What follows belongs to an exercise in optimizing a design on an open flow for small area, a short achievable clock period and few clock cycles per item; a production flow would make more cautious choices. Only simulation tests tie the RTL to the original design; equivalence was not proved. Power is estimated from default activity; no workload was simulated.

<file path="flow/config.mk">
export PLATFORM = sky130hd
export DESIGN_NAME = online_linear_regression_fit
export DESIGN_NICKNAME = online_linear_regression_fit
export VERILOG_FILES = /design/flow/design.v
export SDC_FILE = /design/flow/constraint.sdc
export NUM_CORES = 4
export LEC_CHECK = 0
export CAP_MARGIN = 20
export CORE_MARGIN = 2
export CORE_UTILIZATION = 40
export SLEW_MARGIN = 20
</file>
<file path="flow/constraint.sdc">
create_clock -name core_clock -period 9.0 [get_ports {clk}]
set_input_delay 1.8000 -clock core_clock [delete_from_list [all_inputs] [get_ports {clk}]]
set_output_delay 1.8000 -clock core_clock [all_outputs]
set_load 0.01 [all_outputs]
</file>
<file path="flow/design.v">
`timescale 1ns / 1ps
package olr_pkg;
  localparam int X_BITS     = 10;
  localparam int COUNT_BITS = 12;
  localparam int Y_W        = 32;
  localparam int RES_W      = 32;
  localparam int SX_W  = X_BITS + COUNT_BITS;         
  localparam int SXX_W = 2 * X_BITS + COUNT_BITS;     
  localparam int SY_W  = Y_W + COUNT_BITS;            
  localparam int SXY_W = Y_W + X_BITS + COUNT_BITS;   
  localparam int D_W  = SXX_W + COUNT_BITS;           
  localparam int NS_W = 67;
  localparam int NO_W = 77;
  localparam int U_W = 23;
  localparam int A_W = 33;
  localparam int B_W = 55;
  localparam int SLOT   = 17;
  localparam int SLOT_W = 5;
endpackage
`timescale 1ns / 1ps
import olr_pkg::*;
module olr_div #(
  parameter int NUM_W = 77
) (
  input  logic                        clk,
  input  logic                        load,
  input  logic                        step,
  input  logic                        first,
  input  logic signed [NUM_W-1:0]     num,
  input  logic [D_W-1:0]              den,
  input  logic [D_W+1:0]              den3,
  output logic signed [RES_W-1:0]     res
);
  localparam int MAG_W = D_W + 33;    
  localparam int R_W   = D_W + 2;     
  logic               neg_r;
  logic               sat_r;
  logic [R_W-1:0]     rem_r;
  logic [31:0]        lo_r;
  logic [NUM_W-1:0]   mag_n;
  logic [MAG_W-1:0]   mag;
  logic [R_W-1:0]     r4;
  logic [R_W:0]       t1, t2, t3;
  logic               ge1, ge2, ge3;
  logic [D_W-1:0]     rem_sel;
  logic [1:0]         qd;
  logic               sat0;
  assign mag_n = num[NUM_W-1] ? NUM_W'(-num) : NUM_W'(num);
  assign mag   = MAG_W'(mag_n);
  assign r4  = {rem_r[D_W-1:0], lo_r[31:30]};
  assign t1  = {1'b0, r4} - {3'b000, den};
  assign t2  = {1'b0, r4} - {2'b00, den, 1'b0};
  assign t3  = {1'b0, r4} - {1'b0, den3};
  assign ge1 = !t1[R_W];
  assign ge2 = !t2[R_W];
  assign ge3 = !t3[R_W];
  assign sat0 = rem_r >= R_W'(den);
  always_comb begin
    if (ge3) begin
      rem_sel = t3[D_W-1:0];
      qd      = 2'd3;
    end else if (ge2) begin
      rem_sel = t2[D_W-1:0];
      qd      = 2'd2;
    end else if (ge1) begin
      rem_sel = t1[D_W-1:0];
      qd      = 2'd1;
    end else begin
      rem_sel = r4[D_W-1:0];
      qd      = 2'd0;
    end
  end
  always_ff @(posedge clk) begin
    if (load) begin
      neg_r <= num[NUM_W-1];
      sat_r <= 1'b0;
      rem_r <= mag[MAG_W-1:31];
      lo_r  <= {mag[30:0], 1'b0};
    end else if (step) begin
      if (first) sat_r <= sat0;
      rem_r <= R_W'(rem_sel);
      lo_r  <= {lo_r[29:0], qd};
    end
  end
  logic [32:0] q1;
  logic [31:0] rq;
  assign q1 = {1'b0, lo_r} + 33'd1;
  assign rq = q1[32:1];
  always_comb begin
    if (neg_r) res = sat_r ? {1'b1, {(RES_W-1){1'b0}}} : -$signed(rq);
    else       res = (sat_r || rq[31]) ? {1'b0, {(RES_W-1){1'b1}}} : $signed(rq);
  end
endmodule
`timescale 1ns / 1ps
import olr_pkg::*;
module olr_dp (
  input  logic                             clk,
  input  logic                             rst_n,
  input  logic [SLOT_W-1:0]                slot_c,
  input  logic                             adv,
  output logic                             dv,
  input  logic                             in_valid,
  output logic                             in_ready,
  input  logic [X_BITS-1:0]                x_coord,
  input  logic signed [Y_W-1:0]            y_value,
  output logic                             out_valid,
  input  logic                             out_ready,
  output logic signed [RES_W-1:0]          slope_value,
  output logic signed [RES_W-1:0]          offset_value,
  output logic                             fit_valid,
  output logic [COUNT_BITS-1:0]            points_seen,
  output logic                             point_dropped
);
  logic [COUNT_BITS-1:0]   n_r;
  logic [SX_W-1:0]         sx_r;
  logic signed [SY_W-1:0]  sy_r;
  logic [SXX_W-1:0]        sxx_r;
  logic signed [SXY_W-1:0] sxy_r;
  logic [D_W-1:0]          d_r;
  logic signed [NS_W-1:0]  ns_r;
  logic signed [NO_W-1:0]  no_r;
  logic                        xv_r;
  logic [3:0]                  xc_r;
  logic [X_BITS-1:0]           x_r;
  logic signed [Y_W-1:0]       y_r;
  logic [COUNT_BITS+9:0]       pn_r;     
  logic [SX_W+9:0]             psx_r;    
  logic signed [SY_W+9:0]      psy_r;    
  logic signed [Y_W+9:0]       pxy_r;    
  logic [2*X_BITS-1:0]         pxx_r;    
  logic xfirst, xbit, xstep, xdone, xfer, drop;
  logic last;
  assign last   = slot_c == SLOT_W'(SLOT - 1);
  assign xfirst = xc_r == 4'd0;
  assign xbit   = x_r[xc_r];
  assign xstep  = xv_r && (xc_r != 4'd10);
  assign xdone  = xv_r && (xc_r == 4'd10);
  assign xfer   = adv && xdone;
  assign drop   = n_r == {COUNT_BITS{1'b1}};
  assign in_ready = !xv_r;
  logic [COUNT_BITS:0]   pn_t;
  logic [SX_W:0]         psx_t;
  logic signed [SY_W:0]  psy_t;
  logic signed [Y_W:0]   pxy_t;
  logic [X_BITS:0]       pxx_t;
  assign pn_t  = (xfirst ? '0 : {1'b0, pn_r[COUNT_BITS+9:10]}) + (xbit ? {1'b0, n_r} : '0);
  assign psx_t = (xfirst ? '0 : {1'b0, psx_r[SX_W+9:10]}) + (xbit ? {1'b0, sx_r} : '0);
  assign psy_t = (xfirst ? '0 : {psy_r[SY_W+9], psy_r[SY_W+9:10]}) +
                 (xbit ? {sy_r[SY_W-1], sy_r} : '0);
  assign pxy_t = (xfirst ? '0 : {pxy_r[Y_W+9], pxy_r[Y_W+9:10]}) +
                 (xbit ? {y_r[Y_W-1], y_r} : '0);
  assign pxx_t = (xfirst ? '0 : {1'b0, pxx_r[2*X_BITS-1:10]}) + (xbit ? {1'b0, x_r} : '0);
  always_ff @(posedge clk) begin
    if (!rst_n) begin
      xv_r <= 1'b0;
    end else if (in_valid && !xv_r) begin
      xv_r <= 1'b1;
    end else if (xfer) begin
      xv_r <= 1'b0;
    end
  end
  always_ff @(posedge clk) begin
    if (in_valid && !xv_r) begin
      x_r  <= x_coord;
      y_r  <= y_value;
      xc_r <= 4'd0;
    end else if (xstep) begin
      xc_r  <= xc_r + 4'd1;
      pn_r  <= {pn_t, pn_r[9:1]};
      psx_r <= {psx_t, psx_r[9:1]};
      psy_r <= {psy_t, psy_r[9:1]};
      pxy_r <= {pxy_t, pxy_r[9:1]};
      pxx_r <= {pxx_t, pxx_r[9:1]};
    end
  end
  logic signed [U_W-1:0] u_nx;
  logic signed [A_W-1:0] a_nx;
  logic signed [B_W-1:0] b_nx;
  assign u_nx = $signed({1'b0, pn_r}) - $signed({1'b0, sx_r});
  assign a_nx = $signed({1'b0, sxx_r}) - $signed({1'b0, psx_r});
  assign b_nx = B_W'(psy_r) - B_W'(sxy_r);
  always_ff @(posedge clk) begin
    if (!rst_n) begin
      n_r   <= '0;
      sx_r  <= '0;
      sy_r  <= '0;
      sxx_r <= '0;
      sxy_r <= '0;
    end else if (xfer && !drop) begin
      n_r   <= n_r + 1'b1;
      sx_r  <= sx_r + SX_W'(x_r);
      sy_r  <= sy_r + SY_W'(y_r);
      sxx_r <= sxx_r + SXX_W'(pxx_r);
      sxy_r <= sxy_r + SXY_W'(pxy_r);
    end
  end
  logic                      yv_r;
  logic signed [U_W-1:0]     u_r;
  logic signed [A_W-1:0]     a_r;
  logic signed [B_W-1:0]     b_r;
  logic [Y_W-1:0]            yy_r;
  logic                      yyp_r;
  logic [11:0]               yx_r;
  logic                      yxp_r;
  logic signed [U_W:0]       accu_r;    
  logic [Y_W-1:0]            lu_r;      
  logic signed [B_W:0]       accab_r;   
  logic signed [U_W:0]       accxu_r;   
  logic [COUNT_BITS-1:0]     seen_y;
  logic                      drop_y;
  logic ystep, yfirst, xdig;
  assign ystep  = yv_r && !slot_c[4];
  assign yfirst = slot_c == '0;
  assign xdig   = slot_c < SLOT_W'(6);
  logic yneg, yone, ytwo, xneg, xone, xtwo;
  assign yneg = yy_r[1] && !(yy_r[0] && yyp_r);
  assign yone = yy_r[0] ^ yyp_r;
  assign ytwo = (yy_r[1] && !yy_r[0] && !yyp_r) || (!yy_r[1] && yy_r[0] && yyp_r);
  assign xneg = xdig && yx_r[1] && !(yx_r[0] && yxp_r);
  assign xone = xdig && (yx_r[0] ^ yxp_r);
  assign xtwo = xdig && ((yx_r[1] && !yx_r[0] && !yxp_r) || (!yx_r[1] && yx_r[0] && yxp_r));
  logic [U_W+2:0] ppu, ppxu;
  logic [A_W+2:0] ppa;
  logic [B_W+2:0] ppb;
  always_comb begin
    ppu  = (yone ? (U_W+3)'(u_r) : '0) | (ytwo ? (U_W+3)'(u_r) << 1 : '0);
    ppxu = (xone ? (U_W+3)'(u_r) : '0) | (xtwo ? (U_W+3)'(u_r) << 1 : '0);
    ppa  = (yone ? (A_W+3)'(a_r) : '0) | (ytwo ? (A_W+3)'(a_r) << 1 : '0);
    ppb  = (xone ? (B_W+3)'(b_r) : '0) | (xtwo ? (B_W+3)'(b_r) << 1 : '0);
    ppu  = ppu ^ {(U_W+3){yneg}};
    ppxu = ppxu ^ {(U_W+3){xneg}};
    ppa  = ppa ^ {(A_W+3){yneg}};
    ppb  = ppb ^ {(B_W+3){xneg}};
  end
  logic [U_W+2:0] accu_h, accxu_h, tu, txu;
  logic [B_W+2:0] accab_h, ppa_x, cs_s, cs_c, tab;
  logic [U_W+3:0] tu_w, txu_w;
  logic [B_W+3:0] tab_w;
  assign accu_h  = yfirst ? '0 : (U_W+3)'(accu_r);
  assign accxu_h = yfirst ? '0 : (U_W+3)'(accxu_r);
  assign accab_h = yfirst ? '0 : (B_W+3)'(accab_r);
  assign ppa_x   = (B_W+3)'($signed(ppa));
  assign tu_w  = {accu_h, 1'b1} + {ppu, yneg};
  assign txu_w = {accxu_h, 1'b1} + {ppxu, xneg};
  assign tu    = tu_w[U_W+3:1];
  assign txu   = txu_w[U_W+3:1];
  assign cs_s  = accab_h ^ ppa_x ^ ppb;
  assign cs_c  = ((accab_h & ppa_x) | (accab_h & ppb) | (ppa_x & ppb)) << 1;
  assign tab_w = {cs_s, 1'b1} + {cs_c[B_W+2:1], yneg, xneg};
  assign tab   = tab_w[B_W+3:1];
  always_ff @(posedge clk) begin
    if (xfer) begin
      u_r    <= drop ? '0 : u_nx;
      a_r    <= drop ? '0 : a_nx;
      b_r    <= drop ? '0 : b_nx;
      yy_r   <= drop ? '0 : y_r;
      yyp_r  <= 1'b0;
      yx_r   <= drop ? '0 : {2'b00, x_r};
      yxp_r  <= 1'b0;
      seen_y <= drop ? n_r : n_r + 1'b1;
      drop_y <= drop;
    end else if (ystep) begin
      accu_r  <= (U_W+1)'($signed(tu) >>> 2);
      lu_r    <= {tu[1:0], lu_r[Y_W-1:2]};
      accab_r <= (B_W+1)'($signed(tab) >>> 2);
      yy_r    <= {tab[1:0], yy_r[Y_W-1:2]};
      yyp_r   <= yy_r[1];
      if (xdig) begin
        accxu_r <= (U_W+1)'($signed(txu) >>> 2);
        yx_r    <= {txu[1:0], yx_r[11:2]};
        yxp_r   <= yx_r[1];
      end
    end
  end
  always_ff @(posedge clk) begin
    if (!rst_n) begin
      yv_r <= 1'b0;
    end else if (adv) begin
      yv_r <= xdone;
    end
  end
  logic signed [U_W+12:0] p_xu;
  logic signed [U_W+32:0] p_u;
  logic signed [B_W+32:0] p_ab;
  assign p_xu = {accxu_r, yx_r};
  assign p_u  = {accu_r, lu_r};
  assign p_ab = {accab_r, yy_r};
  logic [D_W-1:0]  d_a, d_b, d_s, d_c;
  logic [NS_W-1:0] s_a, s_b, s_s, s_c, s_m;
  assign d_a = D_W'(a_r);
  assign d_b = D_W'(p_xu);
  assign d_s = d_r ^ d_a ^ d_b;
  assign d_c = ((d_r & d_a) | (d_r & d_b) | (d_a & d_b)) << 1;
  assign s_a = NS_W'(p_u);
  assign s_b = ~(NS_W'(b_r));
  assign s_s = ns_r ^ s_a ^ s_b;
  assign s_c = {s_m[NS_W-2:0], 1'b1};
  assign s_m = (ns_r & s_a) | (ns_r & s_b) | (s_a & s_b);
  always_ff @(posedge clk) begin
    if (!rst_n) begin
      d_r  <= '0;
      ns_r <= '0;
      no_r <= '0;
    end else if (adv && yv_r) begin
      d_r  <= d_s + d_c;
      ns_r <= s_s + s_c;
      no_r <= no_r + NO_W'(p_ab);
    end
  end
  logic                  dv_r;
  logic                  fv_r;
  logic [D_W-1:0]        den_r;
  logic [D_W+1:0]        den3_r;
  logic [COUNT_BITS-1:0] seen_d;
  logic                  drop_d;
  logic                  dload, dstep, dfirst, fin;
  assign dload  = dv_r && slot_c == '0;
  assign dstep  = dv_r && slot_c != '0 && (!last || adv);
  assign dfirst = slot_c == SLOT_W'(1);
  assign fin    = fv_r && slot_c == '0;
  assign dv     = dv_r;
  always_ff @(posedge clk) begin
    if (!rst_n) begin
      dv_r <= 1'b0;
      fv_r <= 1'b0;
    end else if (adv) begin
      dv_r <= yv_r;
      fv_r <= dv_r;
    end
  end
  always_ff @(posedge clk) begin
    if (adv) begin
      seen_d <= seen_y;
      drop_d <= drop_y;
    end
    if (dload) begin
      den_r  <= d_r;
      den3_r <= {2'b00, d_r} + {1'b0, d_r, 1'b0};
    end
  end
  logic signed [RES_W-1:0] slope_q, offset_q;
  olr_div #(.NUM_W(NS_W)) u_div_slope (
    .clk   (clk),
    .load  (dload),
    .step  (dstep),
    .first (dfirst),
    .num   (ns_r),
    .den   (den_r),
    .den3  (den3_r),
    .res   (slope_q)
  );
  olr_div #(.NUM_W(NO_W)) u_div_offset (
    .clk   (clk),
    .load  (dload),
    .step  (dstep),
    .first (dfirst),
    .num   (no_r),
    .den   (den_r),
    .den3  (den3_r),
    .res   (offset_q)
  );
  logic                    ov_r;
  logic signed [RES_W-1:0] slope_r, offset_r;
  logic                    fit_r;
  logic [COUNT_BITS-1:0]   seen_r;
  logic                    drop_r;
  logic                    fit;
  assign fit = den_r != '0;
  always_ff @(posedge clk) begin
    if (!rst_n) begin
      ov_r <= 1'b0;
    end else if (fin) begin
      ov_r <= 1'b1;
    end else if (out_ready) begin
      ov_r <= 1'b0;
    end
  end
  always_ff @(posedge clk) begin
    if (adv && dv_r) begin
      seen_r <= seen_d;
      drop_r <= drop_d;
    end
    if (fin) begin
      fit_r    <= fit;
      slope_r  <= fit ? slope_q : '0;
      offset_r <= fit ? offset_q : '0;
    end
  end
  assign out_valid     = ov_r;
  assign slope_value   = slope_r;
  assign offset_value  = offset_r;
  assign fit_valid     = fit_r;
  assign points_seen   = seen_r;
  assign point_dropped = drop_r;
endmodule
`timescale 1ns / 1ps
import olr_pkg::*;
module olr_ctrl (
  input  logic              clk,
  input  logic              rst_n,
  input  logic              out_valid,
  input  logic              out_ready,
  input  logic              dv,
  output logic [SLOT_W-1:0] slot_c,
  output logic              adv
);
  logic [SLOT_W-1:0] c_r;
  logic              last;
  assign last = c_r == SLOT_W'(SLOT - 1);
  assign adv  = last && !(dv && out_valid && !out_ready);
  always_ff @(posedge clk) begin
    if (!rst_n) begin
      c_r <= '0;
    end else if (!last) begin
      c_r <= c_r + 1'b1;
    end else if (adv) begin
      c_r <= '0;
    end
  end
  assign slot_c = c_r;
endmodule
`timescale 1ns / 1ps
import olr_pkg::*;
module online_linear_regression_fit (
  input  logic                             clk,
  input  logic                             rst_n,
  input  logic                             in_valid,
  output logic                             in_ready,
  input  logic [olr_pkg::X_BITS-1:0]       in_x_coord,
  input  logic signed [olr_pkg::Y_W-1:0]   in_y_value,
  output logic                             out_valid,
  input  logic                             out_ready,
  output logic signed [olr_pkg::RES_W-1:0] out_slope_value,
  output logic signed [olr_pkg::RES_W-1:0] out_offset_value,
  output logic                             out_fit_valid,
  output logic [olr_pkg::COUNT_BITS-1:0]   out_points_seen,
  output logic                             out_point_dropped
);
  logic [SLOT_W-1:0] slot_c;
  logic              adv;
  logic              dv;
  olr_ctrl u_ctrl (
    .clk       (clk),
    .rst_n     (rst_n),
    .out_valid (out_valid),
    .out_ready (out_ready),
    .dv        (dv),
    .slot_c    (slot_c),
    .adv       (adv)
  );
  olr_dp u_dp (
    .clk           (clk),
    .rst_n         (rst_n),
    .slot_c        (slot_c),
    .adv           (adv),
    .dv            (dv),
    .in_valid      (in_valid),
    .in_ready      (in_ready),
    .x_coord       (in_x_coord),
    .y_value       (in_y_value),
    .out_valid     (out_valid),
    .out_ready     (out_ready),
    .slope_value   (out_slope_value),
    .offset_value  (out_offset_value),
    .fit_valid     (out_fit_valid),
    .points_seen   (out_points_seen),
    .point_dropped (out_point_dropped)
  );
endmodule
</file>
<file path="flow/run.sh">
#!/bin/bash
# synth_recipe.tcl (not shown) runs the flow's synth.tcl, then flattens the netlist and writes it again
# the make line also repeats each setting of config.mk as NAME=value (left out here)
make -C /OpenROAD-flow-scripts/flow DESIGN_CONFIG=/design/flow/config.mk WORK_HOME=/design/flow/orfs CLKGATE_MAP_FILE= SYNTH_SCRIPT=/design/flow/synth_recipe.tcl finish
</file>
==> results of run 1 <==
## final cells by class
| cell class | instances | area (sq um) | share of cell area, % |
|---|---|---|---|
| inverters | 816 | 3090 | 2.60 |
| well taps | 3570 | 4470 | 3.76 |
| clock buffers | 199 | 4420 | 3.72 |
| diodes | 12 | 30.0 | 0.0253 |
| repair buffers | 203 | 1890 | 1.60 |
| clock inverters | 88 | 887 | 0.747 |
| multi-input cells | 10199 | 71100 | 59.8 |
| flip-flops and latches | 1222 | 32900 | 27.7 |
## state kept, by name, summed over array words and instances, names as in the netlist, 46 cells and up
register,count
u_dp.accab_r,56
u_dp.b_r,55
u_dp.den3_r,46
u_dp.no_r,77
u_dp.ns_r,67
u_dp.psy_r,54
u_dp.sxy_r,54
u_dp.u_div_offset.rem_r,46
## worst max-delay path: cells and delay by family, from the launching register on
family	cells	cell delay [ns]
AO/OA/AOI/OAI	13	3.93
AND/OR/NAND/NOR	2	1.18
adder cells (fa/ha/maj)	2	0.73
flip-flops	1	0.43
XOR/XNOR	2	0.37
buffers and inverters	1	0.04
## final timing paths
kind | endpoint | depth (start not counted) | slack [ns]
max | u_dp.accab_r[50] | 20 | 2.01
min | u_dp.seen_r[5] | 0 | 0.41
max reg2reg | u_dp.accab_r[50] | 20 | 2.01
min reg2reg | u_dp.seen_r[5] | 0 | 0.41
## kinds of logic after synthesis
family	after synthesis	synth area share, %
AO/OA/AOI/OAI	3872	22.6
XOR/XNOR	1161	9.35
adder cells (fa/ha/maj)	1243	15.6
buffers and inverters	1333	4.63
flip-flops	1222	30.2
multiplexers	62	0.603
AND/OR/NAND/NOR	3861	17.0
## placed cells by master (no fill, tap or decap), drive strengths merged, types with 52 or more instances in the layout
master	count
nand2b	169
o31ai	95
dfxtp	380
ha	1056
xor2	490
mux2i	52
clkinv	57
o21bai	124
o21ai	791
o211ai	94
o21a	123
xnor2	671
nor2b	159
nand3	311
buf	79
a21o	586
nor3	175
edfxtp	842
nor2	826
fa	187
clkbuf	199
and2	328
and3	107
or3	91
a21oi	1214
nand2	1326
clkdlybuf4s50	124
nand4	164
a31oi	122
inv	820
a22oi	149
a211oi	130
## where the power goes
group / internal (mW) / switching (mW)
combinational: 0.887 / 1.32
sequential: 6.21 / 0.108
clock: 3.94 / 2.66
total: 11.0 / 4.09
## metrics by stage
| step | std cells | hold slack, ns | area, sq um | utilization, % |
|---|---|---|---|---|
| 6_report | 16309 | 0.405 | 119000 | 43.9 |
| 5_1_grt | 16305 | 0.412 | 119000 | 43.9 |
| 4_1_cts | 16297 | 0.403 | 119000 | 43.8 |
| 3_5_place_dp | 16010 | 0.406 | 113000 | 41.9 |
| 3_3_place_gp | 16010 | 0.402 | 113000 | 41.9 |
| 2_1_floorplan | 12754 | 0.400 | 109000 | - |
## cells in the mapped netlist, drive strengths merged, types with 130 or more instances
cell       n
inv      814
a22oi    149
nor3     175
ha      1056
nand3    311
nand4    164
nand2   1326
nor2b    159
xnor2    671
xor2     490
a211oi   130
nand2b   169
a21oi   1214
fa       187
nor2     826
edfxtp   842
dfxtp    380
a21o     586
clkbuf   462
o21ai    791
and2     328
## per-layer routing
| layer | up-vias | GRT usage [%] | share of wire (%) |
|---|---|---|---|
| li1 | 45793 | - | - |
| met1 | 44507 | 35.1 | 46 |
| met2 | 2901 | 38.6 | 43 |
| met3 | 548 | 3.33 | 6.6 |
| met4 | 4 | 10.9 | 4.8 |
| met5 | - | 0 | 0.0064 |
==> metrics.cfg, run 1 <==
[global_route]
grt_max_degree=143
overflow=0
grt_pass1_vias=87969
globalRouteTotalUtil_pct=25.1
antenna_found_initial=13
grt_pass1_wl_mm=541

[placement]
numPortBuffers=125
dp_hpwl_mm=279
pre_cts_ws_ns=2.14
gp_congestion=0.987

[die]
die_h_um=525
num_io_pins=126
rows=191
core_sq_mm=0.271
initial_core_util_pct=40.2
die_w_um=525
fp.dieArea_sq_mm=0.276

[cells_and_area]
fin_nets=13892
area_growth_pct=9.18
drive_gt1_share_pct=3.74
fill_cells=26927

[clock_tree]
clockRootBuffer=clkbuf_16
cts_sinks=1222
ctsResizeCount=0
tritoncts=built
post_cts_buffers=0
ctsHoldBuffers=0
cts_buffers=161
clock_latency_ns=0.87
cts_max_level=4
cts_buffer_depth=4
clk_pin_slew_ns=0.07

[route]
vias=93753
firstDrtPassIters=6
ant_nets=0
wl_per_cell_um=21.9
finalWirelength_mm=358
drc=0
first_iter_violations=7921
drt-vias-per-instance=5.75

[setup_path]
critical_path_class=reg2reg
cp_cell_sequence=a211oi_4, and2_2, a22oi_1, xnor2_1, fa_1, inv_1, ha_1, or2_2, a311oi_1, o41a_1, o21a_1, a2111o_1, a211oi_2, a2111oi_0, o21ai_1, a21oi_1, o21ai_2, a21oi_1, o21ai_1, xor2_1
arrival_ns=7.58
end_kind=flop
crit_start=u_ctrl.c_r[2]
slowest_delay_ns=0.88
cpMaxStageDelayCell=and2_2
reg2reg_from=u_ctrl.c_r[2]
crit_required_ns=9.60
cp_max_fo=45
startpoint_type=flop

[pwr]
powerDensity_mw_per_mm2=127
vdd_ir_drop_max_mv=0.156
total_power_mw=15.1
leakage_nw=49.2

[timing]
tightest_slew_ns=1.11
drv_slew=0
post-route-min-period_ns=6.99
hold_viol=0
relSlewSlack_pct=25.6
fin_skew_ns=0.0923
rsz0062_at_grt=false
fmax_mhz=143
setup_tns_ns=0
setup_viol=0
fin_ws_ns=2.01
period_share_pct=77.6

[yosys]
yosysTopAreaCellShare_pct=23.2
yosysSeqAreaShare_pct=30.2
syn_avg_cell_area_sq_um=8.53
netlist_instances=12754
synthFlopType=edfxtp_1
yosys_warnings=4
synth_edf_count=842
yosysUniqueCellTypes=107
ys_ff_latch=1222
async_reset_ff_share_pct=0
mappedNetlistArea_sq_mm=0.109
yosys.area.top_type=edfxtp_1
synth_area_leaders=edfxtp_1 (23%), ha_1 (12%), dfxtp_1 (7.0%)
postSynthNetCount=14043

[run_status]
status=complete, no violations

[min_path]
min_path_type=reg2reg
min-delay-start=u_dp.seen_d[5]

[run]
drv_cap=0

Testbench counts, summed over its fixed seeds: cycles 17,552, items 1,024.
==> run 2, diff against run 1 <==
--- a/flow/config.mk
+++ b/flow/config.mk
@@ -8,4 +8,5 @@
 export CAP_MARGIN = 20
 export CORE_MARGIN = 2
 export CORE_UTILIZATION = 40
+export SETUP_SLACK_MARGIN = 5
 export SLEW_MARGIN = 20
==> metrics.cfg, run 2 <==
[route]
drt-vias-per-instance=5.83  ; was 5.75
finalWirelength_mm=401  ; was 358 mm
first_iter_violations=9412  ; was 7921
drc=0  ; unchanged
vias=99909  ; was 93753
wl_per_cell_um=23.4  ; was 21.9 um
firstDrtPassIters=6  ; unchanged
ant_nets=0  ; unchanged

[yosys]
yosysUniqueCellTypes=107  ; unchanged
async_reset_ff_share_pct=0  ; unchanged
yosysSeqAreaShare_pct=30.2  ; unchanged
postSynthNetCount=14043  ; unchanged
yosys_warnings=4  ; unchanged
synthFlopType=edfxtp_1  ; unchanged
synth_most_common_cell=nand2_1  ; unchanged
mappedNetlistArea_sq_mm=0.109  ; unchanged
ys_ff_latch=1222  ; unchanged
syn_avg_cell_area_sq_um=8.53  ; unchanged
yosysTopAreaCellShare_pct=23.2  ; unchanged
synth_area_leaders=edfxtp_1 (23%), ha_1 (12%), dfxtp_1 (7.0%)  ; unchanged
synth_edf_count=842  ; unchanged
yosys.area.top_type=edfxtp_1  ; unchanged
netlist_instances=12754  ; unchanged
synthTopCellsByCount=nand2_1 (1326), a21oi_1 (1213), ha_1 (1056), edfxtp_1 (842), nor2_1 (825)  ; unchanged

[timing]
period_share_pct=56.0  ; was 77.6%
relSlewSlack_pct=17.8  ; was 25.6%
fin_skew_ns=0.0996  ; was 0.0923 ns
setup_viol=0  ; unchanged
fmax_mhz=198  ; was 143 MHz
tightest_slew_ns=1.23  ; was 1.11 ns
setup_tns_ns=0  ; unchanged
hold_viol=0  ; unchanged
rsz0062_at_grt=true  ; was false
post-route-min-period_ns=5.04  ; was 6.99 ns
drv_slew=0  ; unchanged

[setup_path]
cp_max_fo=10  ; was 45
r2r_cells=21  ; was 20
arrival_ns=5.63  ; was 7.58 ns
end_kind=flop  ; unchanged
reg2reg_from=u_dp.yy_r[0]  ; was u_ctrl.c_r[2]
cpMaxStageDelayCell=fa_1  ; was and2_2
crit_start=u_dp.yy_r[0]  ; was u_ctrl.c_r[2]
slowest_delay_ns=0.53  ; was 0.88 ns
startpoint_type=flop  ; unchanged
cp_cell_sequence=nand2b_4, o21ai_4, buf_12, a22oi_1, xor2_1, fa_1, inv_2, ha_4, o21a_1, nor2_2, o41a_1, o21a_2, a2111o_1, a211oi_4, a211o_1, nand2_1, o2111a_2, o21ba_4, o31ai_4, a21oi_2, xnor2_1  ; was a211oi_4, and2_2, a22oi_1, xnor2_1, fa_1, inv_1, ha_1, or2_2, a311oi_1, o41a_1, o21a_1, a2111o_1, a211oi_2, a2111oi_0, o21ai_1, a21oi_1, o21ai_2, a21oi_1, o21ai_1, xor2_1
critical_path_class=reg2reg  ; unchanged
rrSetupSlack_ns=3.96  ; was 2.01 ns
crit_required_ns=9.59  ; was 9.60 ns

[clock_tree]
clockRootBuffer=clkbuf_16  ; unchanged
cts_sinks=1222  ; unchanged
cts_max_level=4  ; unchanged
clock_latency_ns=0.89  ; was 0.87 ns
cts_buffer_depth=4  ; unchanged
tritoncts=built  ; unchanged
clk_pin_slew_ns=0.06  ; was 0.07 ns
cts_buffers=161  ; unchanged

[pwr]
total_power_mw=16.0  ; was 15.1 mW
powerDensity_mw_per_mm2=119  ; was 127 mW/mm^2
vdd_ir_drop_max_mv=0.132  ; was 0.156 mV
leakage_nw=55.4  ; was 49.2 nW

[cells_and_area]
fin_nets=14720  ; was 13892
top_register=u_dp.no_r  ; unchanged
final_util_pct=49.8  ; was 43.9%
largest_reg_flops=77  ; unchanged
mostFrequentLayoutCell=nand2_1  ; unchanged
final_cell_mix=nand2_1 (1287), a21oi_1 (1057), ha_1 (893), edfxtp_1 (842), nor2_1 (769)  ; was nand2_1 (1321), a21oi_1 (1211), ha_1 (1055), edfxtp_1 (842), nor2_1 (821)
finalInstanceArea_sq_mm=0.135  ; was 0.119 sq mm
top_regs=u_dp.no_r (77), u_dp.ns_r (67), u_dp.accab_r (56)  ; unchanged
drive_gt1_share_pct=17.3  ; was 3.74%
area_growth_pct=23.9  ; was 9.18%

[placement]
post_dp_cell_area_sq_mm=0.114  ; was 0.113 sq mm
dp_hpwl_mm=281  ; was 279 mm
gp_congestion=0.976  ; was 0.987
numPortBuffers=125  ; unchanged

[run_status]
status=complete, no violations  ; unchanged

[min_path]
min_path_type=reg2reg  ; unchanged
holdPathStages=0  ; unchanged
min-delay-start=u_dp.seen_y[2]  ; was u_dp.seen_d[5]

[global_route]
grt_pass1_vias=92324  ; was 87969
antenna_found_initial=13  ; unchanged
grt_pass1_wl_mm=584  ; was 541 mm
globalRouteTotalUtil_pct=27.4  ; was 25.1%
overflow=0  ; unchanged
grt_max_degree=152  ; was 143

[die]
num_io_pins=126  ; unchanged
fp.dieArea_sq_mm=0.276  ; unchanged
die_w_um=525  ; unchanged
die_h_um=525  ; unchanged
initial_core_util_pct=40.2  ; unchanged
core_sq_mm=0.271  ; unchanged
rows=191  ; unchanged

[run]
drv_cap=0  ; unchanged

-- run 2: path summary, 6_finish.rpt --
path | to
hold reg to reg | u_dp.seen_d[2]
setup reg to reg | u_dp.accab_r[52]
setup / recovery | u_dp.accab_r[52]
hold / removal | u_dp.seen_d[2]
-- run 2: cell families (layout without fill, tap and decap cells) --
group,after synthesis,after routing,share of synthesized area (%)
AOI/OAI and AO/OA,3872,3872,22.6
and+or+nand+nor,3861,3876,17.0
buffers and inverters,1333,2117,4.63
adders and majority gates,1243,1243,15.6
DFF,1222,1222,30.2
xor gates and xnor gates,1161,1161,9.35
muxes,62,62,0.603
other,0,6,0
-- run 2: cell type report --
| class | instances | area, sq um |
|---|---|---|
| Fill cell | 25429 | 136000 |
| Inverter | 816 | 3260 |
| Tap cell | 3570 | 4470 |
| Antenna cell | 6 | 15.0 |
| Clock inverter | 97 | 1080 |
| Timing Repair inverter | 2 | 17.5 |
| Timing Repair Buffer | 1014 | 10800 |
| Multi-Input combinational cell | 10214 | 77800 |
| Sequential cell | 1222 | 33000 |
| Clock buffer | 188 | 4300 |
-- run 2: through the flow --
step	hold slack [ns]	std cells	worst slack, ns
after CTS	0.420	16831	3.97
after global routing	0.424	17125	3.80
after global placement	0.402	16014	2.70
after detailed placement	0.405	16014	2.69
after floorplan	0.400	12754	4.05
final	0.417	17129	3.96
-- run 2: timing repair --
item | in CTS | in global routing
buffers inserted | 479 | 280
hold endpoints to repair | 0 | 0
pin swaps | 383 | 516
resized for setup | 989 | 730
setup endpoints to repair | 635 | 329
gates cloned | 53 | 12
hold buffers | 0 | 0
-- run 2: metal layers --
metal / track usage [%] / part of all wire [%] / vias up
met4: 14.7 / 6.5 / 4
met1: 37.4 / 43 / 47791
met5: 0 / 0.0067 / -
li1: - / - / 47474
met2: 41.6 / 43 / 3771
met3: 3.98 / 7.5 / 869
-- run 2: report_power, final --
group | internal [mW] | switching [mW]
Sequential | 6.21 | 0.0985
Combinational | 1.30 | 1.62
Clock | 4.03 | 2.73
-- run 2: worst max-delay path: cells and delay by family (launching register included) --
| kind | cells | cell delay (ns) |
|---|---|---|
| AND/OR/NAND/NOR | 3 | 0.30 |
| buffers and inverters | 2 | 0.22 |
| adder cells (fa/ha/maj) | 2 | 0.79 |
| flip-flops | 1 | 0.48 |
| AO/OA/AOI/OAI | 12 | 2.63 |
| XOR/XNOR | 2 | 0.30 |

static timing again, ports no longer ideal:
How much do the figures lean on ideal ports? The routed layouts below were timed once more, with nothing changed but the port constraints. Step 1 sets driving cells, clkbuf_16 on the clock port and buf_2 on the other inputs (assumed; they add their load-dependent delay and slew). Step 2, shift: input delay + t, output delay - t, t = (earliest + latest rising clock arrival at the registers) / 2. This alone moves slack from input paths to output paths. Three values: no drivers, after step 1, after step 2; two values: the first two.
run | shift t [ns] | setup slack, ns | worst setup path at the end | worst slew at a driven data input, ns
run 1 | 0.916 | 2.014 / 2.014 / 2.014 | register to register | 0.04
run 2 | 0.928 | 3.959 / 3.959 / 3.959 | register to register | 0.10
After both steps setup and hold are still met in every run listed.
